Source: an optimization exercise on an open RTL-to-GDS flow (aim: small area, a short achievable clock period and few clock cycles). Production flows keep margins and buffers that such runs may drop.
The RTL was checked by simulation tests, not by an equivalence proof against the original design.
Power figures rest on the tool's default switching activity, not on a simulated workload.

## dram_responder
module dram_responder (
    input  logic       clk,
    input  logic       rst,
    input  logic [7:0] dram_addr,
    input  logic [7:0] dram_din,
    input  logic       dram_write,
    output logic [7:0] dram_dout,
    input  logic       cpu_idle,
    output logic       host_busy,
    input  logic [7:0] host_in_data,
    input  logic       host_in_valid,
    output logic       host_in_ready,
    output logic [7:0] host_out_data,
    output logic       host_out_valid,
    input  logic       host_out_ready,
    output logic       cmd_err
);
==> flow/config.mk <==
export PLATFORM = sky130hd
export DESIGN_NAME = dram_responder
export DESIGN_NICKNAME = dram_responder
export VERILOG_FILES = /design/flow/design.v
export SDC_FILE = /design/flow/constraint.sdc
export NUM_CORES = 4
export LEC_CHECK = 0
export CAP_MARGIN = 20
export CORE_MARGIN = 2
export CORE_UTILIZATION = 60
export CTS_CLUSTER_DIAMETER = 90
export CTS_CLUSTER_SIZE = 25
export PLACE_DENSITY = 0.7
export SETUP_SLACK_MARGIN = 3.2
export SLEW_MARGIN = 20
export SYNTH_HIERARCHICAL = 1
export SYNTH_MINIMUM_KEEP_SIZE = 0
export TNS_END_PERCENT = 100
==> flow/constraint.sdc <==
create_clock -name core_clock -period 5.5 [get_ports {clk}]
set_input_delay 1.1000 -clock core_clock [delete_from_list [all_inputs] [get_ports {clk}]]
set_output_delay 1.1000 -clock core_clock [all_outputs]
set_load 0.01 [all_outputs]
standard.sh (not shown) runs the stock make flow with config.mk's settings and CLKGATE_MAP_FILE= SYNTH_SCRIPT=/design/flow/synth_recipe.tcl, a recipe that flattens the netlist after the stock synthesis.
==> flow/flow/run.sh <==
#!/bin/bash
# The standard layout (standard.sh, with the standard synthesis), except
# that the input and output port buffers are plain buffers
# (sky130_fd_sc_hd__buf_4) instead of the delay cell buffer_ports picks by
# default. Every port still gets its own buffer.
set -euo pipefail
bash standard.sh "BUFFER_PORTS_ARGS=-buffer_cell sky130_fd_sc_hd__buf_4" finish > standard.log 2>&1
Testbench counts at the start, summed over its fixed seeds: cycles 22,524.
Change:
CTS_CLUSTER_DIAMETER = 100   (was 90)
CTS_CLUSTER_SIZE = 30   (was 25)
SETUP_SLACK_MARGIN = 2.5   (was 3.2)
What happened: Non-clock buffer count falls by 135. Cell count falls by 2.3%. Sequential share of layout area rises by 4.4 points. Register-to-register slack gets worse by 440 ps. Power drops by 3.3%. Routed wire length is lower by 3.2%. Clock power fell by 6.9%. Global-route usage came out lower by 0.76 points. Sequential power stays flat. Worst setup slack got worse by 200 ps.
Change:
CTS_CLUSTER_DIAMETER = 90   (was 100)
CTS_CLUSTER_SIZE = 25   (was 30)
SETUP_SLACK_MARGIN = 3.0   (was 2.5)
Outcome: Register-to-register slack improved by 310 ps; die area does not change; total power came out higher by 2.7%; sequential power stays flat; cell area came out higher by 3.2%; hold slack got worse by 20 ps; critical path depth fell by 7; maximum frequency is higher by 6.2%; via count climbs by 1.1%.
Change:
SETUP_SLACK_MARGIN = 2.65   (was 3.0)
What happened:
- global-route usage barely changes
- synthesized area does not change
- power barely changes
- cell count drops slightly
- design area drops by a few percent

========
Another version of the RTL of dram_responder (not shown whole).
Size in the first run: roughly 4200 cells after synthesis, ~2200 flip-flops, ~50 I/O pins, about 85000 um^2 of cells after synthesis.
==> flow/design.v (excerpt) <==
module dram_responder (
    input  logic       clk,
    input  logic       rst,
    input  logic [7:0] dram_addr,
    input  logic [7:0] dram_din,
    input  logic       dram_write,
    output logic [7:0] dram_dout,
    input  logic       cpu_idle,
    output logic       host_busy,
    input  logic [7:0] host_in_data,
    input  logic       host_in_valid,
    output logic       host_in_ready,
    output logic [7:0] host_out_data,
    output logic       host_out_valid,
    input  logic       host_out_ready,
    output logic       cmd_err
);
    logic       busy_q, s_addr_q, s_len_q, s_load_q, s_dump_q;
    logic       rdy_q;       
    logic       dump_q;      
    logic       last_q;      
    logic [7:0] ptr_q;       
    logic [7:0] cnt_q;       
    logic       stall_q, err_q;
    logic in_ready, in_fire, out_fire, cmd_ok, is_dump, stall, fin;
    logic [7:0] cnt_dec;
    assign in_ready = busy_q ? rdy_q : cpu_idle;
    assign in_fire  = host_in_valid && in_ready;
    assign out_fire = s_dump_q && host_out_ready;
    assign is_dump  = (host_in_data == dram_responder_pkg::HOST_CMD_DUMP);
    assign cmd_ok   = (host_in_data == dram_responder_pkg::HOST_CMD_LOAD) || is_dump;
    assign stall    = !busy_q && host_in_valid && !cpu_idle;
    assign cnt_dec  = cnt_q - 8'd1;
    assign fin      = last_q && ((s_load_q && host_in_valid) || out_fire);
    always_ff @(posedge clk or posedge rst) begin
        if (rst) begin
            busy_q   <= 1'b0;
            s_addr_q <= 1'b0;
            s_len_q  <= 1'b0;
            s_load_q <= 1'b0;
            s_dump_q <= 1'b0;
            rdy_q    <= 1'b0;
            stall_q  <= 1'b0;
            err_q    <= 1'b0;
        end else begin
  ...
make LEC_CHECK=0 ABC_CLOCK_PERIOD_IN_PS=3000 CAP_MARGIN=20 CORE_MARGIN=2 CORE_UTILIZATION=45 PLACE_DENSITY=0.6 SETUP_SLACK_MARGIN=2.5 SLEW_MARGIN=20 finish   # period 5.5 ns
run.sh (not shown) runs the stock make flow with config.mk's settings and CLKGATE_MAP_FILE= SYNTH_SCRIPT=/design/flow/synth_recipe.tcl, a recipe that flattens the netlist after the stock synthesis.
Stock flow here: none of the scripts above is used.
Testbench counts at the start, summed over its fixed seeds: cycles 22,524.
Change:
Settings changed: CORE_UTILIZATION 45 to 65, PLACE_DENSITY 0.6 to 0.72.
Result: The changed run completed without violations. Wire length drops by 1.5%. Critical path depth climbs by 4. Cell area drops by 0.92%. Via count climbs by 3.7%. Sequential power stays flat. Non-clock buffer count climbs by 24. Count of clock-buffer cells in the layout drops by 31. Total power drops by 0.60%.
Change:
Settings changed: ABC_CLOCK_PERIOD_IN_PS 3000 to not set, CORE_UTILIZATION 65 to 45, PLACE_DENSITY 0.72 to 0.6, SETUP_SLACK_MARGIN 2.5 to not set.
The new run ran to the end with no violations. Via count went down by 6.6%. Power went down by about 1.8%. Wire length went down by 4.4%. Critical path depth went down by 1. Design area went down by about 5.4%. Area after synthesis stays the same.

afterwards: timing with drivers on the ports:
No port has a modelled driver above. Below, the same layouts with a new extraction and two added sets of constraints. Step 1 sets driving cells, clkbuf_16 on the clock port and buf_2 on the other inputs (assumed; they add their load-dependent delay and slew). Step 2 moves the port delays by t, midway between the first and last clock arrival at a register: inputs arrive t later, outputs are due t later. That takes back most of the time a late clock gives input paths. a / b / c = ideal / step 1 / step 2; a / b = the first two.
| run | shift t [ns] | setup WS [ns] | clock arrival spread, ns | worst register clock-pin slew, ns |
|---|---|---|---|---|
| the first run of note 1 | 0.830 | 2.671 / 2.593 / 2.076 | 0.059 / 0.058 | 0.10 / 0.10 |
| the second run of note 1 | 0.810 | 2.472 / 2.429 / 1.662 | 0.050 / 0.049 | 0.12 / 0.12 |
| the third run of note 1 | 0.814 | 2.649 / 2.572 / 2.082 | 0.048 / 0.048 | 0.10 / 0.10 |
| the fourth run of note 1 | 0.832 | 2.593 / 2.508 / 1.821 | 0.046 / 0.046 | 0.10 / 0.10 |
| the first run of note 2 | 0.923 | 1.334 / 1.250 / 1.666 | 0.044 / 0.044 | 0.07 / 0.07 |
| the second run of note 2 | 0.905 | 1.352 / 1.266 / 1.601 | 0.032 / 0.031 | 0.07 / 0.07 |
| the third run of note 2 | 0.929 | 0.810 / 0.713 / 0.513 | 0.051 / 0.051 | 0.07 / 0.07 |
After both steps every run listed still meets setup and hold. For the second run of note 1, which loses most, drivers alone change the setup slack by -0.043 ns; drivers and shift together by -0.810 ns.
